Source: an optimization exercise on an open RTL-to-GDS flow (aim: small area, a short achievable clock period and few clock cycles per item). Production flows keep margins and buffers that such runs may drop.
The RTL was checked by simulation tests, not by an equivalence proof against the original design.
Power figures rest on the tool's default switching activity, not on a simulated workload.

==> design/flow/design.v <==
package npc_pkg;
  localparam int unsigned NumColors = 22;
endpackage
module nearest_palette_color_unit #(
  parameter int unsigned PALETTE_SIZE = 22
) (
  input  logic        clk_i,
  input  logic        rst_ni,
  input  logic        cfg_we_i,
  input  logic [21:0] cfg_wdata_i,
  input  logic        pixel_valid_i,
  output logic        pixel_ready_o,
  input  logic [31:0] pixel_word_i,
  output logic        result_valid_o,
  input  logic        result_ready_i,
  output logic [4:0]  color_index_o,
  output logic        none_enabled_o
);
  function automatic logic [1:0] cmp_join(input logic [1:0] hi, input logic [1:0] lo);
    cmp_join = {hi[1] | (hi[0] & lo[1]), hi[1] | (hi[0] & lo[0])};
  endfunction
  function automatic logic ge_key(input logic [11:0] x, input logic [11:0] y);
    logic [23:0] p;
    logic [23:0] q;
    q = '0;
    for (int k = 0; k < 12; k++) p[2*k +: 2] = {x[k] & ~y[k], x[k] | ~y[k]};
    q[0 +: 2] = cmp_join(p[2 +: 2], p[0 +: 2]);
    q[2 +: 2] = cmp_join(p[6 +: 2], p[4 +: 2]);
    q[4 +: 2] = cmp_join(p[10 +: 2], p[8 +: 2]);
    q[6 +: 2] = cmp_join(p[14 +: 2], p[12 +: 2]);
    q[8 +: 2] = cmp_join(p[18 +: 2], p[16 +: 2]);
    q[10 +: 2] = cmp_join(p[22 +: 2], p[20 +: 2]);
    p[0 +: 2] = cmp_join(q[2 +: 2], q[0 +: 2]);
    p[2 +: 2] = cmp_join(q[6 +: 2], q[4 +: 2]);
    p[4 +: 2] = cmp_join(q[10 +: 2], q[8 +: 2]);
    q[0 +: 2] = cmp_join(p[2 +: 2], p[0 +: 2]);
    q[2 +: 2] = p[4 +: 2];
    p[0 +: 2] = cmp_join(q[2 +: 2], q[0 +: 2]);
    ge_key = p[0];
  endfunction
  logic [21:0] enable_mask_q;
  always_ff @(posedge clk_i or negedge rst_ni) begin
    if (!rst_ni) enable_mask_q <= 22'h3fffff;
    else if (cfg_we_i) enable_mask_q <= cfg_wdata_i;
  end
  logic ready_q;
  logic take_px;
  assign pixel_ready_o = ready_q;
  assign take_px = pixel_valid_i & ready_q;
  logic [23:0] px_q;
  logic [21:0] en_q;
  logic        vin_q;
  logic [30:0] lt_q;
  always_ff @(posedge clk_i) begin
    lt_q[0] <= pixel_word_i[7:0] < 8'd187;
    lt_q[1] <= pixel_word_i[7:0] < 8'd102;
    lt_q[2] <= pixel_word_i[15:8] < 8'd102;
    lt_q[3] <= pixel_word_i[23:16] < 8'd102;
    lt_q[4] <= pixel_word_i[23:16] < 8'd128;
    lt_q[5] <= pixel_word_i[15:8] < 8'd128;
    lt_q[6] <= pixel_word_i[7:0] < 8'd191;
    lt_q[7] <= pixel_word_i[7:0] < 8'd146;
    lt_q[8] <= pixel_word_i[15:8] < 8'd211;
    lt_q[9] <= pixel_word_i[23:16] < 8'd202;
    lt_q[10] <= pixel_word_i[7:0] < 8'd34;
    lt_q[11] <= pixel_word_i[15:8] < 8'd139;
    lt_q[12] <= pixel_word_i[23:16] < 8'd34;
    lt_q[13] <= pixel_word_i[7:0] < 8'd64;
    lt_q[14] <= pixel_word_i[15:8] < 8'd224;
    lt_q[15] <= pixel_word_i[23:16] < 8'd208;
    lt_q[16] <= pixel_word_i[7:0] < 8'd128;
    lt_q[17] <= pixel_word_i[7:0] < 8'd186;
    lt_q[18] <= pixel_word_i[15:8] < 8'd184;
    lt_q[19] <= pixel_word_i[23:16] < 8'd108;
    lt_q[20] <= pixel_word_i[7:0] < 8'd135;
    lt_q[21] <= pixel_word_i[15:8] < 8'd206;
    lt_q[22] <= pixel_word_i[23:16] < 8'd235;
    lt_q[23] <= pixel_word_i[7:0] < 8'd143;
    lt_q[24] <= pixel_word_i[15:8] < 8'd21;
    lt_q[25] <= pixel_word_i[7:0] < 8'd144;
    lt_q[26] <= pixel_word_i[15:8] < 8'd238;
    lt_q[27] <= pixel_word_i[23:16] < 8'd144;
    lt_q[28] <= pixel_word_i[7:0] < 8'd165;
    lt_q[29] <= pixel_word_i[15:8] < 8'd42;
    lt_q[30] <= pixel_word_i[23:16] < 8'd42;
  end
  always_ff @(posedge clk_i) begin
    px_q <= pixel_word_i[23:0];
    en_q <= enable_mask_q;
  end
  always_ff @(posedge clk_i or negedge rst_ni) begin
    if (!rst_ni) vin_q <= 1'b0;
    else vin_q <= take_px;
  end
  logic [7:0] px_r, px_g, px_b;
  assign px_r = px_q[7:0];
  assign px_g = px_q[15:8];
  assign px_b = px_q[23:16];
  logic [7:0] mn_r_187;
  assign mn_r_187 = lt_q[0] ? px_r[7:0] : 8'd187;
  logic [6:0] mn_r_102;
  assign mn_r_102 = lt_q[1] ? px_r[6:0] : 7'd102;
  logic [6:0] mn_g_102;
  assign mn_g_102 = lt_q[2] ? px_g[6:0] : 7'd102;
  logic [6:0] mn_b_102;
  assign mn_b_102 = lt_q[3] ? px_b[6:0] : 7'd102;
  logic [7:0] mn_b_128;
  assign mn_b_128 = lt_q[4] ? px_b[7:0] : 8'd128;
  logic [7:0] mn_g_128;
  assign mn_g_128 = lt_q[5] ? px_g[7:0] : 8'd128;
  logic [7:0] mn_r_191;
  assign mn_r_191 = lt_q[6] ? px_r[7:0] : 8'd191;
  logic [7:0] mn_r_146;
  assign mn_r_146 = lt_q[7] ? px_r[7:0] : 8'd146;
  logic [7:0] mn_g_211;
  assign mn_g_211 = lt_q[8] ? px_g[7:0] : 8'd211;
  logic [7:0] mn_b_202;
  assign mn_b_202 = lt_q[9] ? px_b[7:0] : 8'd202;
  logic [5:0] mn_r_34;
  assign mn_r_34 = lt_q[10] ? px_r[5:0] : 6'd34;
  logic [7:0] mn_g_139;
  assign mn_g_139 = lt_q[11] ? px_g[7:0] : 8'd139;
  logic [5:0] mn_b_34;
  assign mn_b_34 = lt_q[12] ? px_b[5:0] : 6'd34;
  logic [6:0] mn_r_64;
  assign mn_r_64 = lt_q[13] ? px_r[6:0] : 7'd64;
  logic [7:0] mn_g_224;
  assign mn_g_224 = lt_q[14] ? px_g[7:0] : 8'd224;
  logic [7:0] mn_b_208;
  assign mn_b_208 = lt_q[15] ? px_b[7:0] : 8'd208;
  logic [7:0] mn_r_128;
  assign mn_r_128 = lt_q[16] ? px_r[7:0] : 8'd128;
  logic [7:0] mn_r_186;
  assign mn_r_186 = lt_q[17] ? px_r[7:0] : 8'd186;
  logic [7:0] mn_g_184;
  assign mn_g_184 = lt_q[18] ? px_g[7:0] : 8'd184;
  logic [6:0] mn_b_108;
  assign mn_b_108 = lt_q[19] ? px_b[6:0] : 7'd108;
  logic [7:0] mn_r_135;
  assign mn_r_135 = lt_q[20] ? px_r[7:0] : 8'd135;
  logic [7:0] mn_g_206;
  assign mn_g_206 = lt_q[21] ? px_g[7:0] : 8'd206;
  logic [7:0] mn_b_235;
  assign mn_b_235 = lt_q[22] ? px_b[7:0] : 8'd235;
  logic [7:0] mn_r_143;
  assign mn_r_143 = lt_q[23] ? px_r[7:0] : 8'd143;
  logic [4:0] mn_g_21;
  assign mn_g_21 = lt_q[24] ? px_g[4:0] : 5'd21;
  logic [7:0] mn_r_144;
  assign mn_r_144 = lt_q[25] ? px_r[7:0] : 8'd144;
  logic [7:0] mn_g_238;
  assign mn_g_238 = lt_q[26] ? px_g[7:0] : 8'd238;
  logic [7:0] mn_b_144;
  assign mn_b_144 = lt_q[27] ? px_b[7:0] : 8'd144;
  logic [7:0] mn_r_165;
  assign mn_r_165 = lt_q[28] ? px_r[7:0] : 8'd165;
  logic [5:0] mn_g_42;
  assign mn_g_42 = lt_q[29] ? px_g[5:0] : 6'd42;
  logic [5:0] mn_b_42;
  assign mn_b_42 = lt_q[30] ? px_b[5:0] : 6'd42;
  logic [11:0] k0;
  assign k0 = {en_q[0], 10'd383, 1'b1};
  logic [11:0] k1;
  assign k1 = {en_q[1], 10'(px_r) + 10'(px_g) + 10'(px_b) + 10'd1, 1'b0};
  logic [11:0] k2;
  assign k2 = {en_q[2], 10'(px_r) + 10'd256, 1'b0};
  logic [11:0] k3;
  assign k3 = {en_q[3], 10'(px_g) + 10'd256, 1'b0};
  logic [11:0] k4;
  assign k4 = {en_q[4], 10'(px_b) + 10'd256, 1'b0};
  logic [11:0] k5;
  assign k5 = {en_q[5], 10'(mn_r_187) + 10'd290, 1'b0};
  logic [11:0] k6;
  assign k6 = {en_q[6], 10'(mn_r_102) + 10'(mn_g_102) + 10'(mn_b_102) + 10'd230, 1'b1};
  logic [11:0] k7;
  assign k7 = {en_q[7], 10'(mn_b_128) + 10'd319, 1'b1};
  logic [11:0] k8;
  assign k8 = {en_q[8], 10'(mn_g_128) + 10'(mn_b_128) + 10'd255, 1'b1};
  logic [11:0] k9;
  assign k9 = {en_q[9], 10'(mn_r_191) + 10'(px_g) + 10'd160, 1'b1};
  logic [11:0] k10;
  assign k10 = {en_q[10], 10'(px_g) + 10'(px_b) + 10'd128, 1'b1};
  logic [11:0] k11;
  assign k11 = {en_q[11], 10'(mn_r_146) + 10'(mn_g_211) + 10'(mn_b_202) + 10'd104, 1'b0};
  logic [11:0] k12;
  assign k12 = {en_q[12], 10'(mn_r_34) + 10'(mn_g_139) + 10'(mn_b_34) + 10'd280, 1'b0};
  logic [11:0] k13;
  assign k13 = {en_q[13], 10'(mn_r_64) + 10'(mn_g_224) + 10'(mn_b_208) + 10'd135, 1'b1};
  logic [11:0] k14;
  assign k14 = {en_q[14], 10'(mn_r_128) + 10'd319, 1'b1};
  logic [11:0] k15;
  assign k15 = {en_q[15], 10'(mn_r_128) + 10'(mn_b_128) + 10'd255, 1'b1};
  logic [11:0] k16;
  assign k16 = {en_q[16], 10'(mn_r_186) + 10'(mn_g_184) + 10'(mn_b_108) + 10'd144, 1'b1};
  logic [11:0] k17;
  assign k17 = {en_q[17], 10'(mn_r_135) + 10'(mn_g_206) + 10'(mn_b_235) + 10'd95, 1'b1};
  logic [11:0] k18;
  assign k18 = {en_q[18], 10'(mn_r_143) + 10'(mn_g_21) + 10'd301, 1'b1};
  logic [11:0] k19;
  assign k19 = {en_q[19], 10'(mn_r_144) + 10'(mn_g_238) + 10'(mn_b_144) + 10'd120, 1'b1};
  logic [11:0] k20;
  assign k20 = {en_q[20], 10'(mn_r_165) + 10'(mn_g_42) + 10'(mn_b_42) + 10'd259, 1'b0};
  logic [11:0] k21;
  assign k21 = {en_q[21], 10'(px_r) + 10'(px_g) + 10'd128, 1'b1};
  logic [11:0] r0_0_key;
  logic [11:0] r0_1_key;
  logic [11:0] r0_2_key;
  logic [11:0] r0_3_key;
  logic [11:0] r0_4_key;
  logic [11:0] r0_5_key;
  logic [11:0] r0_6_key;
  logic [11:0] r0_7_key;
  logic [11:0] r0_8_key;
  logic [11:0] r0_9_key;
  logic [11:0] r0_10_key;
  logic [11:0] r0_11_key;
  logic [11:0] r0_12_key;
  logic [11:0] r0_13_key;
  logic [11:0] r0_14_key;
  logic [11:0] r0_15_key;
  logic [11:0] r0_16_key;
  logic [11:0] r0_17_key;
  logic [11:0] r0_18_key;
  logic [11:0] r0_19_key;
  logic [11:0] r0_20_key;
  logic [11:0] r0_21_key;
  logic vs0_q;
  always_ff @(posedge clk_i) begin
    r0_0_key <= k0;
    r0_1_key <= k1;
    r0_2_key <= k2;
    r0_3_key <= k3;
    r0_4_key <= k4;
    r0_5_key <= k5;
    r0_6_key <= k6;
    r0_7_key <= k7;
    r0_8_key <= k8;
    r0_9_key <= k9;
    r0_10_key <= k10;
    r0_11_key <= k11;
    r0_12_key <= k12;
    r0_13_key <= k13;
    r0_14_key <= k14;
    r0_15_key <= k15;
    r0_16_key <= k16;
    r0_17_key <= k17;
    r0_18_key <= k18;
    r0_19_key <= k19;
    r0_20_key <= k20;
    r0_21_key <= k21;
  end
  always_ff @(posedge clk_i or negedge rst_ni) begin
    if (!rst_ni) vs0_q <= 1'b0;
    else vs0_q <= vin_q;
  end
  logic [11:0] t1_0_key;
  logic [0:0] t1_0_idx;
  logic t1_0_ge01;
  assign t1_0_ge01 = ge_key(r0_0_key, r0_1_key);
  logic t1_0_w0;
  assign t1_0_w0 = t1_0_ge01;
  logic t1_0_w1;
  assign t1_0_w1 = !t1_0_ge01;
  assign t1_0_key = t1_0_w0 ? r0_0_key : r0_1_key;
  assign t1_0_idx = 1'(t1_0_w0 ? 1'd0 : 1'd1);
  logic [11:0] t1_1_key;
  logic [0:0] t1_1_idx;
  logic t1_1_ge01;
  assign t1_1_ge01 = ge_key(r0_2_key, r0_3_key);
  logic t1_1_w0;
  assign t1_1_w0 = t1_1_ge01;
  logic t1_1_w1;
  assign t1_1_w1 = !t1_1_ge01;
  assign t1_1_key = t1_1_w0 ? r0_2_key : r0_3_key;
  assign t1_1_idx = 1'(t1_1_w0 ? 1'd0 : 1'd1);
  logic [11:0] t1_2_key;
  logic [0:0] t1_2_idx;
  logic t1_2_ge01;
  assign t1_2_ge01 = ge_key(r0_4_key, r0_5_key);
  logic t1_2_w0;
  assign t1_2_w0 = t1_2_ge01;
  logic t1_2_w1;
  assign t1_2_w1 = !t1_2_ge01;
  assign t1_2_key = t1_2_w0 ? r0_4_key : r0_5_key;
  assign t1_2_idx = 1'(t1_2_w0 ? 1'd0 : 1'd1);
  logic [11:0] t1_3_key;
  logic [0:0] t1_3_idx;
  logic t1_3_ge01;
  assign t1_3_ge01 = ge_key(r0_6_key, r0_7_key);
  logic t1_3_w0;
  assign t1_3_w0 = t1_3_ge01;
  logic t1_3_w1;
  assign t1_3_w1 = !t1_3_ge01;
  assign t1_3_key = t1_3_w0 ? r0_6_key : r0_7_key;
  assign t1_3_idx = 1'(t1_3_w0 ? 1'd0 : 1'd1);
  logic [11:0] t1_4_key;
  logic [0:0] t1_4_idx;
  logic t1_4_ge01;
  assign t1_4_ge01 = ge_key(r0_8_key, r0_9_key);
  logic t1_4_w0;
  assign t1_4_w0 = t1_4_ge01;
  logic t1_4_w1;
  assign t1_4_w1 = !t1_4_ge01;
  assign t1_4_key = t1_4_w0 ? r0_8_key : r0_9_key;
  assign t1_4_idx = 1'(t1_4_w0 ? 1'd0 : 1'd1);
  logic [11:0] t1_5_key;
  logic [0:0] t1_5_idx;
  logic t1_5_ge01;
  assign t1_5_ge01 = ge_key(r0_10_key, r0_11_key);
  logic t1_5_w0;
  assign t1_5_w0 = t1_5_ge01;
  logic t1_5_w1;
  assign t1_5_w1 = !t1_5_ge01;
  assign t1_5_key = t1_5_w0 ? r0_10_key : r0_11_key;
  assign t1_5_idx = 1'(t1_5_w0 ? 1'd0 : 1'd1);
  logic [11:0] t1_6_key;
  logic [0:0] t1_6_idx;
  logic t1_6_ge01;
  assign t1_6_ge01 = ge_key(r0_12_key, r0_13_key);
  logic t1_6_w0;
  assign t1_6_w0 = t1_6_ge01;
  logic t1_6_w1;
  assign t1_6_w1 = !t1_6_ge01;
  assign t1_6_key = t1_6_w0 ? r0_12_key : r0_13_key;
  assign t1_6_idx = 1'(t1_6_w0 ? 1'd0 : 1'd1);
  logic [11:0] t1_7_key;
  logic [0:0] t1_7_idx;
  logic t1_7_ge01;
  assign t1_7_ge01 = ge_key(r0_14_key, r0_15_key);
  logic t1_7_w0;
  assign t1_7_w0 = t1_7_ge01;
  logic t1_7_w1;
  assign t1_7_w1 = !t1_7_ge01;
  assign t1_7_key = t1_7_w0 ? r0_14_key : r0_15_key;
  assign t1_7_idx = 1'(t1_7_w0 ? 1'd0 : 1'd1);
  logic [11:0] t1_8_key;
  logic [0:0] t1_8_idx;
  logic t1_8_ge01;
  assign t1_8_ge01 = ge_key(r0_16_key, r0_17_key);
  logic t1_8_w0;
  assign t1_8_w0 = t1_8_ge01;
  logic t1_8_w1;
  assign t1_8_w1 = !t1_8_ge01;
  assign t1_8_key = t1_8_w0 ? r0_16_key : r0_17_key;
  assign t1_8_idx = 1'(t1_8_w0 ? 1'd0 : 1'd1);
  logic [11:0] t1_9_key;
  logic [0:0] t1_9_idx;
  logic t1_9_ge01;
  assign t1_9_ge01 = ge_key(r0_18_key, r0_19_key);
  logic t1_9_w0;
  assign t1_9_w0 = t1_9_ge01;
  logic t1_9_w1;
  assign t1_9_w1 = !t1_9_ge01;
  assign t1_9_key = t1_9_w0 ? r0_18_key : r0_19_key;
  assign t1_9_idx = 1'(t1_9_w0 ? 1'd0 : 1'd1);
  logic [11:0] t1_10_key;
  logic [0:0] t1_10_idx;
  logic t1_10_ge01;
  assign t1_10_ge01 = ge_key(r0_20_key, r0_21_key);
  logic t1_10_w0;
  assign t1_10_w0 = t1_10_ge01;
  logic t1_10_w1;
  assign t1_10_w1 = !t1_10_ge01;
  assign t1_10_key = t1_10_w0 ? r0_20_key : r0_21_key;
  assign t1_10_idx = 1'(t1_10_w0 ? 1'd0 : 1'd1);
  logic [11:0] t2_0_key;
  logic [1:0] t2_0_idx;
  logic t2_0_ge01;
  assign t2_0_ge01 = ge_key(t1_0_key, t1_1_key);
  logic t2_0_w0;
  assign t2_0_w0 = t2_0_ge01;
  logic t2_0_w1;
  assign t2_0_w1 = !t2_0_ge01;
  assign t2_0_key = t2_0_w0 ? t1_0_key : t1_1_key;
  assign t2_0_idx = 2'(t2_0_w0 ? {1'd0, t1_0_idx} : {1'd1, t1_1_idx});
  logic [11:0] t2_1_key;
  logic [1:0] t2_1_idx;
  logic t2_1_ge01;
  assign t2_1_ge01 = ge_key(t1_2_key, t1_3_key);
  logic t2_1_w0;
  assign t2_1_w0 = t2_1_ge01;
  logic t2_1_w1;
  assign t2_1_w1 = !t2_1_ge01;
  assign t2_1_key = t2_1_w0 ? t1_2_key : t1_3_key;
  assign t2_1_idx = 2'(t2_1_w0 ? {1'd0, t1_2_idx} : {1'd1, t1_3_idx});
  logic [11:0] t2_2_key;
  logic [1:0] t2_2_idx;
  logic t2_2_ge01;
  assign t2_2_ge01 = ge_key(t1_4_key, t1_5_key);
  logic t2_2_w0;
  assign t2_2_w0 = t2_2_ge01;
  logic t2_2_w1;
  assign t2_2_w1 = !t2_2_ge01;
  assign t2_2_key = t2_2_w0 ? t1_4_key : t1_5_key;
  assign t2_2_idx = 2'(t2_2_w0 ? {1'd0, t1_4_idx} : {1'd1, t1_5_idx});
  logic [11:0] t2_3_key;
  logic [1:0] t2_3_idx;
  logic t2_3_ge01;
  assign t2_3_ge01 = ge_key(t1_6_key, t1_7_key);
  logic t2_3_w0;
  assign t2_3_w0 = t2_3_ge01;
  logic t2_3_w1;
  assign t2_3_w1 = !t2_3_ge01;
  assign t2_3_key = t2_3_w0 ? t1_6_key : t1_7_key;
  assign t2_3_idx = 2'(t2_3_w0 ? {1'd0, t1_6_idx} : {1'd1, t1_7_idx});
  logic [11:0] t2_4_key;
  logic [1:0] t2_4_idx;
  logic t2_4_ge01;
  assign t2_4_ge01 = ge_key(t1_8_key, t1_9_key);
  logic t2_4_w0;
  assign t2_4_w0 = t2_4_ge01;
  logic t2_4_w1;
  assign t2_4_w1 = !t2_4_ge01;
  assign t2_4_key = t2_4_w0 ? t1_8_key : t1_9_key;
  assign t2_4_idx = 2'(t2_4_w0 ? {1'd0, t1_8_idx} : {1'd1, t1_9_idx});
  logic [11:0] t2_5_key;
  logic [1:0] t2_5_idx;
  assign t2_5_key = t1_10_key;
  assign t2_5_idx = 2'(t1_10_idx);
  logic [11:0] r2_0_key;
  logic [1:0] r2_0_idx;
  logic [11:0] r2_1_key;
  logic [1:0] r2_1_idx;
  logic [11:0] r2_2_key;
  logic [1:0] r2_2_idx;
  logic [11:0] r2_3_key;
  logic [1:0] r2_3_idx;
  logic [11:0] r2_4_key;
  logic [1:0] r2_4_idx;
  logic [11:0] r2_5_key;
  logic [1:0] r2_5_idx;
  logic vs2_q;
  always_ff @(posedge clk_i) begin
    r2_0_key <= t2_0_key;
    r2_0_idx <= t2_0_idx;
    r2_1_key <= t2_1_key;
    r2_1_idx <= t2_1_idx;
    r2_2_key <= t2_2_key;
    r2_2_idx <= t2_2_idx;
    r2_3_key <= t2_3_key;
    r2_3_idx <= t2_3_idx;
    r2_4_key <= t2_4_key;
    r2_4_idx <= t2_4_idx;
    r2_5_key <= t2_5_key;
    r2_5_idx <= t2_5_idx;
  end
  always_ff @(posedge clk_i or negedge rst_ni) begin
    if (!rst_ni) vs2_q <= 1'b0;
    else vs2_q <= vs0_q;
  end
  logic [11:0] t3_0_key;
  logic [2:0] t3_0_idx;
  logic t3_0_ge01;
  assign t3_0_ge01 = ge_key(r2_0_key, r2_1_key);
  logic t3_0_w0;
  assign t3_0_w0 = t3_0_ge01;
  logic t3_0_w1;
  assign t3_0_w1 = !t3_0_ge01;
  assign t3_0_key = t3_0_w0 ? r2_0_key : r2_1_key;
  assign t3_0_idx = 3'(t3_0_w0 ? {1'd0, r2_0_idx} : {1'd1, r2_1_idx});
  logic [11:0] t3_1_key;
  logic [2:0] t3_1_idx;
  logic t3_1_ge01;
  assign t3_1_ge01 = ge_key(r2_2_key, r2_3_key);
  logic t3_1_w0;
  assign t3_1_w0 = t3_1_ge01;
  logic t3_1_w1;
  assign t3_1_w1 = !t3_1_ge01;
  assign t3_1_key = t3_1_w0 ? r2_2_key : r2_3_key;
  assign t3_1_idx = 3'(t3_1_w0 ? {1'd0, r2_2_idx} : {1'd1, r2_3_idx});
  logic [11:0] t3_2_key;
  logic [2:0] t3_2_idx;
  logic t3_2_ge01;
  assign t3_2_ge01 = ge_key(r2_4_key, r2_5_key);
  logic t3_2_w0;
  assign t3_2_w0 = t3_2_ge01;
  logic t3_2_w1;
  assign t3_2_w1 = !t3_2_ge01;
  assign t3_2_key = t3_2_w0 ? r2_4_key : r2_5_key;
  assign t3_2_idx = 3'(t3_2_w0 ? {1'd0, r2_4_idx} : {1'd1, r2_5_idx});
  logic [11:0] t4_0_key;
  logic [3:0] t4_0_idx;
  logic t4_0_ge01;
  assign t4_0_ge01 = ge_key(t3_0_key, t3_1_key);
  logic t4_0_w0;
  assign t4_0_w0 = t4_0_ge01;
  logic t4_0_w1;
  assign t4_0_w1 = !t4_0_ge01;
  assign t4_0_key = t4_0_w0 ? t3_0_key : t3_1_key;
  assign t4_0_idx = 4'(t4_0_w0 ? {1'd0, t3_0_idx} : {1'd1, t3_1_idx});
  logic [11:0] t4_1_key;
  logic [3:0] t4_1_idx;
  assign t4_1_key = t3_2_key;
  assign t4_1_idx = 4'(t3_2_idx);
  logic [11:0] r4_0_key;
  logic [3:0] r4_0_idx;
  logic [11:0] r4_1_key;
  logic [3:0] r4_1_idx;
  logic vs4_q;
  always_ff @(posedge clk_i) begin
    r4_0_key <= t4_0_key;
    r4_0_idx <= t4_0_idx;
    r4_1_key <= t4_1_key;
    r4_1_idx <= t4_1_idx;
  end
  always_ff @(posedge clk_i or negedge rst_ni) begin
    if (!rst_ni) vs4_q <= 1'b0;
    else vs4_q <= vs2_q;
  end
  logic [11:0] t5_0_key;
  logic [4:0] t5_0_idx;
  logic t5_0_ge01;
  assign t5_0_ge01 = ge_key(r4_0_key, r4_1_key);
  logic t5_0_w0;
  assign t5_0_w0 = t5_0_ge01;
  logic t5_0_w1;
  assign t5_0_w1 = !t5_0_ge01;
  assign t5_0_key = t5_0_w0 ? r4_0_key : r4_1_key;
  assign t5_0_idx = 5'(t5_0_w0 ? {1'd0, r4_0_idx} : {1'd1, r4_1_idx});
  logic [5:0] res;
  logic      res_v;
  assign res = {!t5_0_key[11], t5_0_key[11] ? 5'(t5_0_idx) : 5'd0};
  assign res_v = vs4_q;
  logic [5:0] q_v;
  logic [5:0] q0_q;
  logic [4:0] q1_q;
  logic [4:0] q2_q;
  logic [4:0] q3_q;
  logic [4:0] q4_q;
  logic [4:0] q5_q;
  logic [4:0] res_code;
  logic [5:0] q1_full;
  assign res_code = res[4:0] | {5{res[5]}};
  assign q1_full = {&q1_q, q1_q & {5{~&q1_q}}};
  logic take_res;
  assign take_res = q_v[0] & result_ready_i;
  assign result_valid_o = q_v[0];
  assign color_index_o = q0_q[4:0];
  assign none_enabled_o = q0_q[5];
  logic [5:0] sh_v;
  logic [5:0] nx_v;
  assign sh_v = take_res ? (q_v >> 1) : q_v;
  assign nx_v = sh_v | (res_v ? ((sh_v + 1'b1) & ~sh_v) : '0);
  always_ff @(posedge clk_i) begin
    q0_q <= sh_v[0] ? (take_res ? q1_full : q0_q) : res;
    q1_q <= sh_v[1] ? (take_res ? q2_q : q1_q) : res_code;
    q2_q <= sh_v[2] ? (take_res ? q3_q : q2_q) : res_code;
    q3_q <= sh_v[3] ? (take_res ? q4_q : q3_q) : res_code;
    q4_q <= sh_v[4] ? (take_res ? q5_q : q4_q) : res_code;
    q5_q <= sh_v[5] ? q5_q : res_code;
  end
  always_ff @(posedge clk_i or negedge rst_ni) begin
    if (!rst_ni) q_v <= '0;
    else q_v <= nx_v;
  end
  logic [2:0] occ_q;
  logic [2:0] occ_nx;
  assign occ_nx = occ_q + 3'(take_px) - 3'(take_res);
  always_ff @(posedge clk_i or negedge rst_ni) begin
    if (!rst_ni) begin
      occ_q   <= '0;
      ready_q <= 1'b0;
    end else begin
      occ_q   <= occ_nx;
      ready_q <= occ_nx < 3'd6;
    end
  end
endmodule
==> design/flow/run.sh <==
#!/bin/bash
# synth_recipe.tcl (not shown) runs the flow's synth.tcl, then flattens the netlist and writes it again
# the make line also repeats each setting of config.mk as NAME=value (left out here)
make -C /OpenROAD-flow-scripts/flow DESIGN_CONFIG=/design/flow/config.mk WORK_HOME=/design/flow/orfs CLKGATE_MAP_FILE= SYNTH_SCRIPT=/design/flow/synth_recipe.tcl finish
==> design/flow/config.mk <==
export PLATFORM = sky130hd
export DESIGN_NAME = nearest_palette_color_unit
export DESIGN_NICKNAME = nearest_palette_color_unit
export VERILOG_FILES = /design/flow/design.v
export SDC_FILE = /design/flow/constraint.sdc
export NUM_CORES = 4
export LEC_CHECK = 0
export ABC_AREA = 1
export CAP_MARGIN = 20
export CORE_MARGIN = 2
export CORE_UTILIZATION = 40
export CTS_BUF_LIST = sky130_fd_sc_hd__clkbuf_16
export CTS_CLUSTER_DIAMETER = 80
export CTS_CLUSTER_SIZE = 32
export SETUP_SLACK_MARGIN = 2.6
export SLEW_MARGIN = 20
==> design/flow/constraint.sdc <==
create_clock -name core_clock -period 5.5 [get_ports {clk_i}]
set_input_delay 1.1000 -clock core_clock [delete_from_list [all_inputs] [get_ports {clk_i}]]
set_output_delay 1.1000 -clock core_clock [all_outputs]
set_load 0.01 [all_outputs]
==> out/results.ini, run 1 <==
[sta]
rsz0062_at_grt = true
min_period_ps = 2840
fin_crit_sh_pct = 51.6
drv_slew = 0
finClkSkew_ps = 38.0
timing.fmax_mhz = 353
finalSetupTns_ps = 0
worst_slew_pin_slew_ps = 710
finalSetupViolations = 0
slew_headroom_pct = 52.6
finalHoldViolCount = 0
fin_ws_ps = 2660

[routing]
drt-total-wl_um = 70100
wl_per_cell_um = 15.0
dr_total_vias = 22118
wl_met2_um = 30800
via_per_inst = 4.73
drc = 0
antenna_left = 0
drt_iter0_markers = 1234
wl_met3_um = 3570
top_layer = met4
first_pass_iters = 5
wl_met1_um = 33400

[synth]
yosysUniqueCellTypes = 62
syn_inst = 3675
yosys_register_bits = 481
synth_area_leaders = dfxtp_1, nand2_1, ha_1
syn_area_um2 = 27300
synth-edff-count = 31
synth.avg_cell_area_um2 = 7.43
synth-main-ff-cell = dfxtp_1
synth_most_common_cell = nand2_1
synth_nets = 4015
yosys.area.top_type = dfxtp_1
yosysSeqAreaShare_pct = 37.1
synth_common_cells = nand2_1, inv_1, dfxtp_1
yosysWarnings = 1
synth.top_cell.area_share_pct = 30.3
synthArstFlopShare_pct = 7.48

[power_and_ir_drop]
p_leak_nw = 16.4
power_density_nw_per_um2 = 566
ir_worst_vdd_mv = 0.344

[setup_path]
cp_data_arrival_time_ps = 3360
crit_required_ps = 6020
critPathMaxStageDelay_ps = 730
crit_buf_inv = 2
crit_type = register to register
critPathTopFamily = adder cells
slowest_stage = dfxtp_1
endpoint_kind = register
worstPathMaxFanout = 5
r2r_slack_ps = 2660
startpoint_type = register
worstPathCellList = inv_1 > nand2_1 > fa_1 > ha_1 > ha_1 > inv_1 > o21ai_0 > a21o_1

[cts]
holdBufCountCts = 0
clk_pin_slew_worst_paths_ps = 110
max-clock-path-buffers = 3
root_buffer = clkbuf_16
h-tree-depth = 1
clock-sinks = 481
clk_latency_ps = 620
tritoncts = done
cts_made_buffers = 28

[cells_and_area]
nNetsFinal = 4120
drive_above_1_share_pct = 9.89
antennaDiodeCount = 0
syn2layout_area_growth_pct = 13.5

[die]
die_width_um = 265
num_rows = 95
dieHeight_um = 265
io_pins = 67
die-area_um2 = 70400
initial_core_util_pct = 40.5
core_area_um2 = 67400

[job]
cap_violations = 0

[global_route]
grt_pass1_wl_um = 108000
grt-ovfl-total = 0
antenna_found_initial = 1
grt_pass1_vias = 20349
track_usage_pct = 19.6
grt_max_degree = 37

[worst_hold_path]
hold_class = register to register

[place]
port_buffers = 58
place_congestion = 0.888
pre_cts_slack_ps = 1890
dpl.hpwl_um = 53600

[run_status]
status = finished clean

==> timing repair <==
item / in CTS / in global routing
pin swaps: 6 / 35
setup endpoints to repair: 117 / 96
setup buffers: 27 / 38
cloned: 0 / 2
resized for setup: 73 / 129
==> power breakdown <==
group | leakage (nW) | internal (mW) | switching [mW]
Combinational | 11.7 | 3.21 | 6.33
Clock | 0.532 | 1.13 | 1.42
Sequential | 4.22 | 4.77 | 0.681
Total | 16.4 | 9.11 | 8.43
==> area by class of cell <==
type | instances | area [µm²]
Fill cell | 6652 | 36400
Tap cell | 873 | 1090
Timing Repair Buffer | 138 | 1290
Clock buffer | 28 | 701
Multi-Input combinational cell | 2464 | 14800
Sequential cell | 481 | 10200
Inverter | 667 | 2520
Clock inverter | 24 | 380
==> layout by cell type (no fill, tap or decap), drive strengths merged, types with 5 or more instances in the layout <==
master	netlist	routed
clkinv	4	10
a31oi	28	28
o21bai	8	8
nand2	1127	1129
nor2	242	242
a21o	9	9
fa	70	70
clkdlybuf4s50	0	56
buf	31	81
o211ai	5	5
clkbuf	34	29
nor3	7	7
nand4	16	16
o22ai	8	8
a21oi	155	155
xnor2	22	22
mux2	22	22
ha	211	211
nand3	205	205
o21a	5	5
inv	663	674
dfxtp	414	414
edfxtp	31	31
dfrtp	14	14
nand3b	14	14
or2	28	28
clkinvlp	0	5
o21ai	185	185
dfstp	22	22
xor2	76	76
==> stage by stage <==
step	area (µm²)	power [mW]	util, %	instances	hold WS (ps)
floorplan	27300	12.3	-	3675	310
finish	31000	17.5	46.0	4675	326
global placement	28700	14.3	42.6	4556	311
detailed placement	28700	14.4	42.6	4556	312
global route	31000	19.2	46.0	4675	334
CTS	30200	17.1	44.8	4635	329
==> worst reg2reg max path: stages (launching register included) <==
cell and delay, ps:
dfxtp_1 730, inv_1 440, nand2_1 190, fa_1 440
ha_1 310, ha_1 310, inv_1 90, o21ai_0 90
a21o_1 160
==> cells by family (layout without fill, tap and decap cells) <==
logic type	after synthesis	after routing	synth area share, %
and+or+nand+nor	1642	1644	24.7
buffers and inverters	732	857	10.6
DFF	481	481	37.1
AOI/OAI and AO/OA	419	419	8.78
adders and majority gates	281	281	14.8
xor gates and xnor gates	98	98	3.14
muxes	22	22	0.907
==> sequential cells by signal (all words and copies together), names as in the netlist, 12 cells and up <==
| register | cells |
|---|---|
| r4_1_key | 12 |
| lt_q | 31 |
| px_q | 24 |
| r4_0_key | 12 |
| r2_0_key | 12 |
| r2_5_key | 12 |
| enable_mask_q | 22 |
| r2_3_key | 12 |
| en_q | 22 |
| r2_2_key | 12 |
| r2_1_key | 12 |
==> metal layers <==
metal | vias to the layer above | global-route usage, %
met5 | - | 0
met4 | 0 | 6.38
met3 | 103 | 1.95
met2 | 455 | 31.2
met1 | 9945 | 27.8
li1 | 11615 | -
==> worst paths after layout <==
path,startpoint,endpoint,cells after the start
setup / recovery,px_q[23],r0_11_key[10],8
hold / removal,en_q[1],r0_1_key[11],0
setup reg to reg,px_q[23],r0_11_key[10],8
hold reg to reg,en_q[1],r0_1_key[11],0
max in group asynchronous,rst_ni,enable_mask_q[2],2
min in group asynchronous,rst_ni,vin_q,2
Testbench counts, summed over its fixed seeds: cycles 16,040, items 16,000.
==> inputs of run 2 (changes only) <==
--- a/design/flow/config.mk
+++ b/design/flow/config.mk
@@ -13,3 +13,3 @@
 export CTS_CLUSTER_DIAMETER = 80
-export CTS_CLUSTER_SIZE = 32
+export CTS_CLUSTER_SIZE = 30
 export SETUP_SLACK_MARGIN = 2.6
==> run 2 against run 1 <==
Net effect: synthesized area did not move; still clean; combinational power barely moved; final area fell by 0.52%.
==> out/results.ini, run 2 <==
[die]
die_width_um = 265  ; unchanged
core_area_um2 = 67400  ; unchanged
die-area_um2 = 70400  ; unchanged
num_rows = 95  ; unchanged
initial_core_util_pct = 40.5  ; unchanged
dieHeight_um = 265  ; unchanged
io_pins = 67  ; unchanged

[synth]
synthArstFlopShare_pct = 7.48  ; unchanged
synth_nets = 4015  ; unchanged
synth.top_cell.area_share_pct = 30.3  ; unchanged
yosysUniqueCellTypes = 62  ; unchanged
yosys_register_bits = 481  ; unchanged
yosys.area.top_type = dfxtp_1  ; unchanged
synth-edff-count = 31  ; unchanged
syn_inst = 3675  ; unchanged
yosys.area_share.simple_pct = 24.7  ; unchanged
synth-xor-area-share_pct = 3.14  ; unchanged
yosysSeqAreaShare_pct = 37.1  ; unchanged
synth_top_family_by_area = simple AND/OR/NAND/NOR gates  ; unchanged
synth.avg_cell_area_um2 = 7.43  ; unchanged
synth_most_common_cell = nand2_1  ; unchanged
synth_compound_area_share_pct = 8.78  ; unchanged
synth_area_leaders = dfxtp_1, nand2_1, ha_1  ; unchanged
synth_common_cells = nand2_1, inv_1, dfxtp_1  ; unchanged
yosysWarnings = 1  ; unchanged
synth_fa_ha_area_share_pct = 14.8  ; unchanged
synth_mux_area_share_pct = 0.907  ; unchanged
syn_area_um2 = 27300  ; unchanged
synth-main-ff-cell = dfxtp_1  ; unchanged

[routing]
drt-total-wl_um = 69700  ; was 70100 µm
drc = 0  ; unchanged
drt_iter0_markers = 1238  ; was 1234
via_per_inst = 4.73  ; about the same
antenna_left = 0  ; unchanged
wl_per_cell_um = 14.9  ; was 15.0 µm
first_pass_iters = 7  ; was 5
dr_total_vias = 22083  ; was 22118

[run_status]
status = finished clean  ; unchanged

[cells_and_area]
largest-register = lt_q  ; unchanged
final_core_util_pct = 45.8  ; was 46.0%
largest_reg_flops = 31  ; unchanged
final_cell_mix = nand2_1, inv_1, dfxtp_1  ; unchanged
drive_above_1_share_pct = 9.44  ; was 9.89%
antennaDiodeCount = 0  ; unchanged
mostFrequentLayoutCell = nand2_1  ; unchanged
syn2layout_area_growth_pct = 12.9  ; was 13.5%
largest_registers = lt_q: 31 flops, px_q: 24 flops  ; unchanged
design_area_um2 = 30900  ; was 31000 µm²
nNetsFinal = 4109  ; was 4120

[place]
place_area_um2 = 28700  ; unchanged
place_congestion = 0.888  ; unchanged
dpl.hpwl_um = 53600  ; unchanged
port_buffers = 58  ; unchanged

[setup_path]
endpoint_kind = register  ; unchanged
crit_type = register to register  ; unchanged
startpoint_type = register  ; unchanged
reg2reg_depth = 14  ; was 8
worstPathMaxFanout = 4  ; was 5
cp_data_arrival_time_ps = 3340  ; was 3360 ps
crit_required_ps = 6000  ; was 6020 ps

[global_route]
track_usage_pct = 19.5  ; was 19.6%
use_met1_pct = 27.6  ; was 27.8%
grt-ovfl-total = 0  ; unchanged
grt_pass1_vias = 20299  ; was 20349
grt_max_degree = 37  ; unchanged
met3_usage_pct = 2.22  ; was 1.95%
grt_pass1_wl_um = 108000  ; about the same
antenna_found_initial = 1  ; unchanged
grtUsageMet2_pct = 31.0  ; was 31.2%
top_usage_layer = met2  ; unchanged

[power_and_ir_drop]
switchingPower_mw = 8.39  ; was 8.43 mW
ir_worst_vdd_mv = 0.343  ; was 0.344 mV
clkPwrFrac_pct = 14.1  ; was 14.5%
combPwrFrac_pct = 54.6  ; was 54.4%
power_density_nw_per_um2 = 565  ; was 566 nW/µm²
internal_power_mw = 9.04  ; was 9.11 mW
swShare_pct = 48.2  ; was 48.1%
seq_power_share_pct = 31.3  ; was 31.1%
p_leak_nw = 16.4  ; about the same

[sta]
finClkSkew_ps = 38.4  ; was 38.0 ps
min_period_ps = 2840  ; about the same
rsz0062_at_grt = true  ; unchanged
finalSetupTns_ps = 0  ; unchanged
slew_headroom_pct = 52.3  ; was 52.6%
finalHoldViolCount = 0  ; unchanged
timing.fmax_mhz = 352  ; was 353 MHz
worst_slew_pin_slew_ps = 716  ; was 710 ps
finalSetupViolations = 0  ; unchanged
drv_slew = 0  ; unchanged
fin_crit_sh_pct = 51.6  ; about the same

[worst_hold_path]
hold_class = register to register  ; unchanged
min_path_cells = 0  ; unchanged

[cts]
clk_pin_slew_worst_paths_ps = 110  ; about the same
root_buffer = clkbuf_16  ; unchanged
max-clock-path-buffers = 3  ; unchanged
clk_latency_ps = 620  ; about the same
tritoncts = done  ; unchanged
clock-sinks = 481  ; unchanged
cts_made_buffers = 28  ; unchanged
h-tree-depth = 1  ; unchanged

[job]
cap_violations = 0  ; unchanged

run 2: cell families (layout without fill, tap and decap cells):
family,Yosys count,count (layout)
buf+inv,732,846
mux,22,22
xor+xnor,98,98
simple gates,1642,1644
flops,481,481
fa+ha+maj,281,281
compound gates,419,419
run 2: worst paths after layout:
| path | slack, ps | end | start |
|---|---|---|---|
| setup / recovery | 2660 | r0_13_key[10] | px_q[4] |
| hold / removal | 330 | r0_1_key[11] | en_q[1] |
| setup reg to reg | 2660 | r0_13_key[10] | px_q[4] |
| hold reg to reg | 330 | r0_1_key[11] | en_q[1] |
| max in group asynchronous | 4540 | enable_mask_q[18] | rst_ni |
| min in group asynchronous | 560 | occ_q[0] | rst_ni |
run 2: metrics by stage:
step / power, mW / std cells / setup slack (ps) / hold WS, ps
finish: 17.4 / 4664 / 2660 / 326
detailed placement: 14.4 / 4556 / 1890 / 312
CTS: 17.0 / 4631 / 2450 / 329
global placement: 14.3 / 4556 / 1980 / 311
floorplan: 12.3 / 3675 / 2630 / 310
global route: 19.1 / 4664 / 2500 / 334
run 2: power groups by stage:
stage / clock [mW] / sequential, mW / combinational [mW]
final: 2.46 / 5.45 / 9.52
after global routing: 2.67 / 5.56 / 10.9
after CTS: 2.55 / 5.46 / 9.03
after detailed placement: 0 / 5.54 / 8.84
after global placement: 0 / 5.53 / 8.75
after floorplan: 0 / 5.24 / 7.09
run 2: layout make-up:
type / count / area (µm²)
clock buffer: 28 / 701
clock inverter: 24 / 339
fill: 6679 / 36500
inverter: 667 / 2520
multi-input combinational: 2464 / 14800
sequential: 481 / 10200
tap: 873 / 1090
timing repair buffer: 127 / 1210
run 2: routing by layer:
metal / up-vias / part of all wire (%)
li1: 11597 / -
met1: 9922 / 48
met2: 468 / 44
met3: 96 / 5.2
met4: 0 / 3.2
met5: - / 0
run 2: timing repair:
action	in CTS	in global routing
endpoints found under the setup margin	114	97
pin swaps	5	28
setup buffers	23	31
cloned	0	2
hold buffers	0	0
resized for setup	67	127
run 2: worst max-delay path: stages, from the launching register on:
cell	delay (ps)
dfxtp_4	410
buf_12	120
nand2_1	60
fa_1	540
inv_1	40
ha_1	290
ha_1	350
a21oi_1	240
o21ai_2	100
a21oi_1	150
inv_1	70
a21oi_2	150
nor2_1	50
nor2_1	80
o21bai_1	70
==> inputs of run 3 (changes only) <==
--- a/design/flow/config.mk
+++ b/design/flow/config.mk
@@ -13,3 +13,3 @@
 export CTS_CLUSTER_DIAMETER = 80
-export CTS_CLUSTER_SIZE = 30
+export CTS_CLUSTER_SIZE = 34
 export SETUP_SLACK_MARGIN = 2.6
==> run 3 against run 2 <==
Net effect: still clean on timing, DRC and antenna; worst hold slack better by 3.8 ps; clock skew fell by 6.7 ps; first-iteration DRC count up 0.89%; via count rose by 0.29%; synthesized area is the same; fmax up 0.94%.
==> out/results.ini, run 3 <==
[power_and_ir_drop]
ir_worst_vdd_mv = 0.343  ; about the same
p_leak_nw = 16.4  ; about the same
finalPower_mw = 17.5  ; was 17.4 mW
power_density_nw_per_um2 = 566  ; was 565 nW/µm²

[setup_path]
crit_required_ps = 6020  ; was 6000 ps
endpoint_kind = register  ; unchanged
crit_type = register to register  ; unchanged
worstPathMaxFanout = 5  ; was 4
critPathMaxStageDelay_ps = 710  ; was 540 ps
slowest_stage = dfxtp_1  ; was fa_1
worstPathCellList = inv_1 > nand2_1 > fa_1 > ha_1 > ha_1 > o21ai_0 > nand2_1 > xor2_1  ; was buf_12 > nand2_1 > fa_1 > inv_1 > ha_1 > ha_1 > a21oi_1 > o21ai_2 > a21oi_1 > inv_1 > a21oi_2 > nor2_1 > nor2_1 > o21bai_1
startpoint_type = register  ; unchanged
cp_data_arrival_time_ps = 3330  ; was 3340 ps
crit_buf_inv = 1  ; was 3
critPathTopFamily = adder cells  ; unchanged
r2r_slack_ps = 2690  ; was 2660 ps

[die]
core_area_um2 = 67400  ; unchanged
num_rows = 95  ; unchanged
io_pins = 67  ; unchanged
dieHeight_um = 265  ; unchanged
die-area_um2 = 70400  ; unchanged
die_width_um = 265  ; unchanged
initial_core_util_pct = 40.5  ; unchanged

[routing]
via_per_inst = 4.75  ; was 4.73
wl_per_cell_um = 15.0  ; was 14.9 µm
first_pass_iters = 6  ; was 7
antenna_left = 0  ; unchanged
drt_iter0_markers = 1249  ; was 1238
drt-total-wl_um = 70000  ; was 69700 µm
drc = 0  ; unchanged
dr_total_vias = 22146  ; was 22083

[cells_and_area]
final_cell_mix = nand2_1, inv_1, dfxtp_1  ; unchanged
largest_reg_flops = 31  ; unchanged
drive_above_1_share_pct = 9.62  ; was 9.44%
mostFrequentLayoutCell = nand2_1  ; unchanged
syn2layout_area_growth_pct = 13.5  ; was 12.9%
largest_registers = lt_q: 31 flops, px_q: 24 flops  ; unchanged
nNetsFinal = 4111  ; was 4109
largest-register = lt_q  ; unchanged

[sta]
rsz0062_at_grt = true  ; unchanged
finalSetupViolations = 0  ; unchanged
finClkSkew_ps = 31.7  ; was 38.4 ps
timing.fmax_mhz = 355  ; was 352 MHz
drv_slew = 0  ; unchanged
fin_ws_ps = 2690  ; was 2660 ps
worst_slew_pin_slew_ps = 708  ; was 716 ps
finalHoldViolCount = 0  ; unchanged
min_period_ps = 2810  ; was 2840 ps
finalSetupTns_ps = 0  ; unchanged
slew_headroom_pct = 52.8  ; was 52.3%
fin_crit_sh_pct = 51.2  ; was 51.6%
whs_ps = 330  ; was 326 ps

[synth]
synth_nets = 4015  ; unchanged
syn_area_um2 = 27300  ; unchanged
synth_most_common_cell = nand2_1  ; unchanged
synth-edff-count = 31  ; unchanged
synth.top_cell.area_share_pct = 30.3  ; unchanged
synth_area_leaders = dfxtp_1, nand2_1, ha_1  ; unchanged
yosysSeqAreaShare_pct = 37.1  ; unchanged
synthArstFlopShare_pct = 7.48  ; unchanged
yosys_register_bits = 481  ; unchanged
yosysUniqueCellTypes = 62  ; unchanged
synth-main-ff-cell = dfxtp_1  ; unchanged
synth.avg_cell_area_um2 = 7.43  ; unchanged
yosys.area.top_type = dfxtp_1  ; unchanged
yosysWarnings = 1  ; unchanged
synth_common_cells = nand2_1, inv_1, dfxtp_1  ; unchanged
syn_inst = 3675  ; unchanged

[job]
cap_violations = 0  ; unchanged

[place]
pre_cts_slack_ps = 1890  ; unchanged
port_buffers = 58  ; unchanged
dpl.hpwl_um = 53600  ; unchanged
place_congestion = 0.888  ; unchanged

[cts]
holdBufCountCts = 0  ; unchanged
clock-sinks = 481  ; unchanged
clk_latency_ps = 620  ; about the same
max-clock-path-buffers = 3  ; unchanged
cts_made_buffers = 28  ; unchanged
h-tree-depth = 1  ; unchanged
root_buffer = clkbuf_16  ; unchanged
clk_pin_slew_worst_paths_ps = 110  ; about the same
tritoncts = done  ; unchanged

[global_route]
grt_pass1_wl_um = 108000  ; about the same
grt_pass1_vias = 20407  ; was 20299
grt_max_degree = 37  ; unchanged
antenna_found_initial = 1  ; unchanged
grt-ovfl-total = 0  ; unchanged
track_usage_pct = 19.6  ; was 19.5%

[run_status]
status = finished clean  ; unchanged

[worst_hold_path]
hold_class = register to register  ; unchanged

[run 3: cell counts after synthesis]
No cell type changed its count.
[run 3: kinds of logic (layout without fill, tap and decap cells)]
kind of cell	count (synthesis)	count (layout)	synth area share [%]
AO/OA/AOI/OAI	419	419	8.78
multiplexers	22	22	0.907
other	0	1	0
AND/OR/NAND/NOR	1642	1643	24.7
buffers and inverters	732	849	10.6
adder cells (fa/ha/maj)	281	281	14.8
XOR/XNOR	98	98	3.14
flip-flops	481	481	37.1
[run 3: repair_timing]
| action | 4_1_cts | 5_1_grt |
|---|---|---|
| gates resized for setup | 71 | 132 |
| pin swaps | 3 | 39 |
| cloned | 0 | 1 |
| endpoints found under the setup margin | 117 | 96 |
| setup buffers | 26 | 31 |
[run 3: path summary, 6_finish.rpt]
check                               endpoint  depth (start not counted)     start
setup reg to reg                r0_17_key[9]                          8  px_q[23]
hold reg to reg                 r0_1_key[11]                          0   en_q[1]
hold / removal                  r0_1_key[11]                          0   en_q[1]
max in group asynchronous  enable_mask_q[18]                          2    rst_ni
min in group asynchronous           occ_q[0]                          2    rst_ni
setup / recovery                r0_17_key[9]                          8  px_q[23]
[run 3: power breakdown]
part	switching, mW	internal, mW	leakage (nW)	total [mW]
combinational	6.33	3.24	11.7	9.57
clock	1.43	1.09	0.530	2.53
sequential	0.680	4.77	4.22	5.45
[run 3: per-stage QoR]
step / cell area, µm² / instances / util [%]
after global placement: 28700 / 4556 / 42.6
final: 31000 / 4667 / 46.0
after global routing: 31000 / 4666 / 46.0
after CTS: 30200 / 4634 / 44.8
after detailed placement: 28700 / 4556 / 42.6
after floorplan: 27300 / 3675 / -
[run 3: area by class of cell]
type                       instances  area, µm²
clock inverter                    24        390
inverter                         667       2520
fill                            6644      36400
multi-input combinational       2463      14800
sequential                       481      10200
tap                              873       1090
antenna                            1       2.50
timing repair buffer             130       1250
clock buffer                      28        701
[run 3: worst register-to-register path: stages, from the launching register on]
cell     delay, ps
dfxtp_1        710
inv_1          430
nand2_1        180
fa_1           460
ha_1           320
ha_1           300
o21ai_0         80
nand2_1         80
xor2_1         150
[run 3: metal layers]
layer	vias up	part of all wire [%]	track usage, %	wire, µm
met4	0	3.3	6.50	2320
met3	106	5.0	2.17	3470
met5	-	0	0	0
met2	442	44	31.2	30800
met1	9988	48	27.6	33300
li1	11610	-	-	-
==> inputs of run 4 (changes only) <==
--- a/design/flow/config.mk
+++ b/design/flow/config.mk
@@ -10,3 +10,3 @@
 export CORE_MARGIN = 2
-export CORE_UTILIZATION = 40
+export CORE_UTILIZATION = 45
 export CTS_BUF_LIST = sky130_fd_sc_hd__clkbuf_16
==> run 4 against run 3 <==
Net effect: power grew 2.2%; utilization grew 5.9 points; still clean on timing, DRC and antenna; first-iteration DRC count up 4.6%; synthesized area unchanged; worst hold slack worse by 1.4 ps.
==> out/results.ini, run 4 <==
[run_status]
status = finished clean  ; unchanged

[die]
die-area_um2 = 62700  ; was 70400 µm²
die_width_um = 250  ; was 265 µm
num_rows = 90  ; was 95
io_pins = 67  ; unchanged
initial_core_util_pct = 45.4  ; was 40.5%
core_area_um2 = 60100  ; was 67400 µm²
dieHeight_um = 250  ; was 265 µm

[setup_path]
crit_type = register to register  ; unchanged
crit_required_ps = 6030  ; was 6020 ps
startpoint_type = register  ; unchanged
r2r-end = r0_17_key[10]  ; was r0_17_key[9]
reg2reg_depth = 9  ; was 8
reg2reg_from = px_q[7]  ; was px_q[23]
endpoint_kind = register  ; unchanged
r2r_slack_ps = 2640  ; was 2690 ps
cp_data_arrival_time_ps = 3390  ; was 3330 ps
worstPathMaxFanout = 12  ; was 5

[synth]
synth_most_common_cell = nand2_1  ; unchanged
yosys.area_share.simple_pct = 24.7  ; unchanged
syn_area_um2 = 27300  ; unchanged
synth_nets = 4015  ; unchanged
synth.top_cell.area_share_pct = 30.3  ; unchanged
syn_inst = 3675  ; unchanged
synth_mux_area_share_pct = 0.907  ; unchanged
yosysUniqueCellTypes = 62  ; unchanged
yosys_register_bits = 481  ; unchanged
yosysWarnings = 1  ; unchanged
synth.avg_cell_area_um2 = 7.43  ; unchanged
synth-main-ff-cell = dfxtp_1  ; unchanged
synth_fa_ha_area_share_pct = 14.8  ; unchanged
yosys.area.top_type = dfxtp_1  ; unchanged
synth_compound_area_share_pct = 8.78  ; unchanged
synthArstFlopShare_pct = 7.48  ; unchanged
synth_area_leaders = dfxtp_1, nand2_1, ha_1  ; unchanged
synth-edff-count = 31  ; unchanged
synth_top_family_by_area = simple AND/OR/NAND/NOR gates  ; unchanged
yosysSeqAreaShare_pct = 37.1  ; unchanged
synth-xor-area-share_pct = 3.14  ; unchanged
synth_common_cells = nand2_1, inv_1, dfxtp_1  ; unchanged

[cells_and_area]
mostFrequentLayoutCell = nand2_1  ; unchanged
syn2layout_area_growth_pct = 14.2  ; was 13.5%
drive_above_1_share_pct = 10.6  ; was 9.62%
largest_registers = lt_q: 31 flops, px_q: 24 flops  ; unchanged
n_fill_cell = 5867  ; was 6644
largest-register = lt_q  ; unchanged
nNetsFinal = 4132  ; was 4111
final_cell_mix = nand2_1, inv_1, dfxtp_1  ; unchanged
largest_reg_flops = 31  ; unchanged
antennaDiodeCount = 0  ; was 1
design_area_um2 = 31200  ; was 31000 µm²

[sta]
finalHoldViolCount = 0  ; unchanged
finClkSkew_ps = 31.3  ; was 31.7 ps
rsz0062_at_grt = true  ; unchanged
fin_crit_sh_pct = 52.0  ; was 51.2%
finalSetupTns_ps = 0  ; unchanged
worst_slew_pin_slew_ps = 869  ; was 708 ps
finalSetupViolations = 0  ; unchanged
timing.fmax_mhz = 350  ; was 355 MHz
min_period_ps = 2860  ; was 2810 ps
drv_slew = 0  ; unchanged
slew_headroom_pct = 42.0  ; was 52.8%

[place]
port_buffers = 58  ; unchanged
place_area_um2 = 28600  ; was 28700 µm²
place_congestion = 0.897  ; was 0.888
dpl.hpwl_um = 53300  ; was 53600 µm

[power_and_ir_drop]
ir_worst_vdd_mv = 0.374  ; was 0.343 mV
p_leak_nw = 16.6  ; was 16.4 nW
power_density_nw_per_um2 = 574  ; was 566 nW/µm²

[global_route]
antenna_found_initial = 2  ; was 1
grt_max_degree = 37  ; unchanged
track_usage_pct = 22.3  ; was 19.6%
grt_pass1_wl_um = 110000  ; was 108000 µm
grt_pass1_vias = 20571  ; was 20407
grt-ovfl-total = 0  ; unchanged

[routing]
wl_met2_um = 31100  ; was 30800 µm
via_per_inst = 4.85  ; was 4.75
first_pass_iters = 8  ; was 6
drc = 0  ; unchanged
top_layer = met4  ; unchanged
wl_met1_um = 33600  ; was 33300 µm
wl_met3_um = 3300  ; was 3470 µm
drt-total-wl_um = 70500  ; was 70000 µm
wl_per_cell_um = 15.3  ; was 15.0 µm
drt_iter0_markers = 1306  ; was 1249
dr_total_vias = 22294  ; was 22146
antenna_left = 0  ; unchanged

[worst_hold_path]
min_path_cells = 0  ; unchanged
min_delay_worst_endpoint = r0_19_key[11]  ; was r0_1_key[11]
hold_class = register to register  ; unchanged
min_from = en_q[19]  ; was en_q[1]

[cts]
tritoncts = done  ; unchanged
cts_made_buffers = 30  ; was 28
max-clock-path-buffers = 3  ; unchanged
clk_pin_slew_worst_paths_ps = 110  ; about the same
clock-sinks = 481  ; unchanged
h-tree-depth = 1  ; unchanged
clk_latency_ps = 640  ; was 620 ps
root_buffer = clkbuf_16  ; unchanged

[job]
cap_violations = 0  ; unchanged

[run 4: cell counts after synthesis]
No cell type changed its count.
[run 4: repair_timing]
item                                    in CTS  in global routing
setup buffers                               25                 51
endpoints found under the setup margin     130                110
pin swaps                                    8                 52
resized for setup                           75                137
gates cloned                                 0                  2
hold buffers                                 0                  0
[run 4: worst max-delay path by stage]
| stage | depth (start not counted) | endpoint | slack, ps | from |
|---|---|---|---|---|
| floorplan | 12 | r0_20_key[8] | 2630 | px_q[9] |
| global placement | 11 | r0_11_key[9] | 2010 | px_q[1] |
| detailed placement | 11 | r0_16_key[9] | 1990 | px_q[2] |
| CTS | 11 | r0_11_key[9] | 2520 | px_q[1] |
| global route | 13 | r0_6_key[9] | 2540 | px_q[9] |
| finish | 9 | r0_17_key[10] | 2640 | px_q[7] |
[run 4: layout make-up]
type                       count  area [µm²]  share of cell area (%)
clock buffer                  30         751                    2.41
clock inverter                26         477                    1.53
inverter                     667        2510                    8.06
multi-input combinational   2464       14800                    47.6
sequential                   481       10200                    32.8
tap                          782         978                    3.14
timing repair buffer         148        1400                    4.49
[run 4: per-layer routing]
metal	vias to the layer above	global-route usage [%]
met1	10066	31.3
met2	465	36.2
li1	11634	-
met5	-	0
met3	129	2.14
met4	0	7.05
[run 4: logic make-up after synthesis]
family / after synthesis
fa+ha+maj: 281
mux: 22
buf+inv: 732
xor+xnor: 98
flops: 481
compound gates: 419
simple gates: 1642
[run 4: through the flow]
| stage | instances | util [%] | power, mW | hold WS (ps) | setup slack (ps) |
|---|---|---|---|---|---|
| after floorplan | 3675 | - | 12.3 | 310 | 2630 |
| after global placement | 4464 | 47.5 | 14.4 | 310 | 2010 |
| after detailed placement | 4464 | 47.5 | 14.5 | 312 | 1990 |
| after CTS | 4545 | 50.3 | 17.5 | 333 | 2520 |
| after global routing | 4598 | 51.9 | 19.6 | 342 | 2540 |
| final | 4598 | 51.9 | 17.9 | 328 | 2640 |
[run 4: power by group]
part | switching [mW] | total (mW) | internal (mW)
registers | 0.627 | 5.40 | 4.77
logic | 6.49 | 9.78 | 3.28
clock network | 1.54 | 2.75 | 1.22
total | 8.66 | 17.9 | 9.27
[run 4: critical path: stages (launching register included)]
cell,delay (ps)
dfxtp_1,310
buf_4,220
inv_1,460
nand2_1,180
fa_1,660
ha_1,260
ha_1,320
inv_1,90
o21ai_0,90
a21o_1,170
==> inputs of run 5 (changes only) <==
--- a/design/flow/config.mk
+++ b/design/flow/config.mk
@@ -10,3 +10,3 @@
 export CORE_MARGIN = 2
-export CORE_UTILIZATION = 45
+export CORE_UTILIZATION = 35
 export CTS_BUF_LIST = sky130_fd_sc_hd__clkbuf_16
==> run 5 against run 4 <==
Net effect: worst hold slack worse by 2.3 ps; setup slack improved by 25 ps; power down 0.37%; clock power grew 2%; non-clock buffer count fell by 14; clock-buffer cell count increased by 1; global-route usage is 5.2 points lower; synthesized area is the same; synthesized cell count unchanged; still clean on timing, DRC and antenna; utilization is 11 points lower; fmax up 0.87%; register-to-register slack improved by 20 ps.
==> out/results.ini, run 5 <==
[run_status]
status = finished clean  ; unchanged

[sta]
slew_headroom_pct = 48.4  ; was 42.0%
drv_slew = 0  ; unchanged
fin_crit_sh_pct = 51.5  ; was 52.0%
finalSetupTns_ps = 0  ; unchanged
finalSetupViolations = 0  ; unchanged
finClkSkew_ps = 41.3  ; was 31.3 ps
worst_slew_pin_slew_ps = 774  ; was 869 ps
finalHoldViolCount = 0  ; unchanged
min_period_ps = 2830  ; was 2860 ps
whs_ps = 326  ; was 328 ps
rsz0062_at_grt = true  ; unchanged
timing.fmax_mhz = 353  ; was 350 MHz

[place]
dpl.hpwl_um = 54100  ; was 53300 µm
place_congestion = 0.893  ; was 0.897
port_buffers = 58  ; unchanged
place_area_um2 = 28900  ; was 28600 µm²

[worst_hold_path]
hold_class = register to register  ; unchanged

[routing]
antenna_left = 0  ; unchanged
via_per_inst = 4.59  ; was 4.85
drt_iter0_markers = 1388  ; was 1306
drt-total-wl_um = 70300  ; was 70500 µm
first_pass_iters = 7  ; was 8
dr_total_vias = 22216  ; was 22294
drc = 0  ; unchanged
wl_per_cell_um = 14.5  ; was 15.3 µm

[synth]
synth-main-ff-cell = dfxtp_1  ; unchanged
synth_common_cells = nand2_1, inv_1, dfxtp_1  ; unchanged
synth_nets = 4015  ; unchanged
synth_area_leaders = dfxtp_1, nand2_1, ha_1  ; unchanged
synth-edff-count = 31  ; unchanged
syn_area_um2 = 27300  ; unchanged
synthArstFlopShare_pct = 7.48  ; unchanged
yosysUniqueCellTypes = 62  ; unchanged
syn_inst = 3675  ; unchanged
synth.avg_cell_area_um2 = 7.43  ; unchanged
synth_most_common_cell = nand2_1  ; unchanged
synth.top_cell.area_share_pct = 30.3  ; unchanged
yosys_register_bits = 481  ; unchanged
yosys.area.top_type = dfxtp_1  ; unchanged
yosysSeqAreaShare_pct = 37.1  ; unchanged
yosysWarnings = 1  ; unchanged

[cells_and_area]
n_fill_cell = 7935  ; was 5867
largest-register = lt_q  ; unchanged
mostFrequentLayoutCell = nand2_1  ; unchanged
seq_area_um2 = 10200  ; about the same
design_area_um2 = 31400  ; was 31200 µm²
multi_input_area_um2 = 14800  ; about the same
nNetsFinal = 4117  ; was 4132
final_cell_mix = nand2_1, inv_1, dfxtp_1  ; unchanged
drive_above_1_share_pct = 10.0  ; was 10.6%
largest_reg_flops = 31  ; unchanged
antennaDiodeCount = 0  ; unchanged
syn2layout_area_growth_pct = 14.9  ; was 14.2%
largest_registers = lt_q: 31 flops, px_q: 24 flops  ; unchanged

[power_and_ir_drop]
finalPower_mw = 17.9  ; about the same
power_density_nw_per_um2 = 569  ; was 574 nW/µm²
ir_worst_vdd_mv = 0.334  ; was 0.374 mV
p_leak_nw = 16.5  ; was 16.6 nW

[setup_path]
endpoint_kind = register  ; unchanged
cp_data_arrival_time_ps = 3360  ; was 3390 ps
startpoint_type = register  ; unchanged
crit_required_ps = 6030  ; about the same
crit_type = register to register  ; unchanged
worstPathMaxFanout = 5  ; was 12

[cts]
cts_made_buffers = 31  ; was 30
max-clock-path-buffers = 3  ; unchanged
clk_latency_ps = 640  ; about the same
clock-sinks = 481  ; unchanged
h-tree-depth = 1  ; unchanged
root_buffer = clkbuf_16  ; unchanged
clk_pin_slew_worst_paths_ps = 100  ; was 110 ps
tritoncts = done  ; unchanged

[die]
die-area_um2 = 80300  ; was 62700 µm²
core_area_um2 = 77300  ; was 60100 µm²
dieHeight_um = 283  ; was 250 µm
die_width_um = 283  ; was 250 µm
initial_core_util_pct = 35.3  ; was 45.4%
num_rows = 102  ; was 90
io_pins = 67  ; unchanged

[global_route]
grt_pass1_wl_um = 109000  ; was 110000 µm
track_usage_pct = 17.0  ; was 22.3%
grt_pass1_vias = 20618  ; was 20571
grt_max_degree = 37  ; unchanged
antenna_found_initial = 1  ; was 2
grt-ovfl-total = 0  ; unchanged

[job]
cap_violations = 0  ; unchanged

## run 5: cell counts after synthesis
No cell type changed its count.
## run 5: layout make-up
class                           count  area share (%)
Multi-Input combinational cell   2462            47.1
Clock buffer                       31            2.47
Inverter                          667            8.04
Clock inverter                     27            1.52
Tap cell                         1040            4.15
Sequential cell                   481            32.6
Timing Repair Buffer              134            4.09
## run 5: where the power goes
part | switching (mW) | total (mW) | internal (mW) | leakage, nW
sequential | 0.638 | 5.41 | 4.77 | 4.23
combinational | 6.43 | 9.66 | 3.23 | 11.7
clock | 1.55 | 2.80 | 1.24 | 0.591
total | 8.62 | 17.9 | 9.24 | 16.5
## run 5: critical path, stage by stage, from the launching register on
cell and delay (ps):
dfxtp_4 380, buf_4 140, clkinvlp_4 160, nand2_1 110, fa_1 430, ha_1 290
ha_1 230, fa_2 360, a31oi_2 190, nor2_1 70, o21ai_0 150, nand2_1 80
xor2_1 140
## run 5: final timing paths
path / startpoint / end / slack, ps / cells past startpoint
worst max-delay path: px_q[1] / r0_11_key[9] / 2670 / 12
worst min-delay path: en_q[10] / r0_10_key[11] / 330 / 0
worst max register to register: px_q[1] / r0_11_key[9] / 2670 / 12
worst min register to register: en_q[10] / r0_10_key[11] / 330 / 0
max in group asynchronous: rst_ni / q_v[2] / 4510 / 2
min in group asynchronous: rst_ni / ready_q / 580 / 2
## run 5: kinds of logic after synthesis
family          share of synthesized area, %
compound gates                          8.78
mux                                    0.907
fa+ha+maj                               14.8
flops                                   37.1
simple gates                            24.7
buf+inv                                 10.6
xor+xnor                                3.14
## run 5: metrics by stage
step                      util (%)  worst slack (ps)  instances
after floorplan                  -              2630       3675
after global placement        37.4              1990       4722
after detailed placement      37.4              1940       4722
after CTS                     39.5              2360       4797
after global routing          40.6              2540       4842
final                         40.6              2670       4842
## run 5: what timing repair did
item,4_1_cts,5_1_grt
pin swaps,8,42
gates resized for setup,72,119
hold endpoints to repair,0,0
buffers inserted,17,45
endpoints found under the setup margin,119,104
hold buffers,0,0
## run 5: per-layer routing
metal | global-route usage (%) | vias up | wire length (µm)
li1 | - | 11613 | -
met1 | 23.3 | 10068 | 32900
met2 | 27.5 | 422 | 31100
met3 | 1.90 | 113 | 3300
met4 | 6.60 | 0 | 3050
met5 | 0 | - | 0

-- afterwards: timing with drivers on the ports --
How much do the figures lean on ideal ports? The routed layouts below were timed once more, with nothing changed but the port constraints. Step 1: set_driving_cell puts a clkbuf_16 on clk_i and a buf_2 on each other input, an assumption about the parent block. Step 2, shift: input delay + t, output delay - t, t = (earliest + latest rising clock arrival at the registers) / 2. This alone moves slack from input paths to output paths. a / b / c = ideal / step 1 / step 2; a / b = the first two.
run | shift t [ns] | setup WS [ns] | worst setup path at the end
run 1 | 0.670 | 2.663 / 2.663 / 2.198 | input to register
run 2 | 0.666 | 2.660 / 2.660 / 2.201 | input to register
run 3 | 0.672 | 2.686 / 2.686 / 2.197 | input to register
run 4 | 0.674 | 2.642 / 2.642 / 2.146 | input to register
run 5 | 0.685 | 2.667 / 2.667 / 2.172 | input to register
After both steps setup and hold are still met in every run listed. For run 4, which loses most, drivers alone change the setup slack by 0.000 ns; drivers and shift together by -0.496 ns.
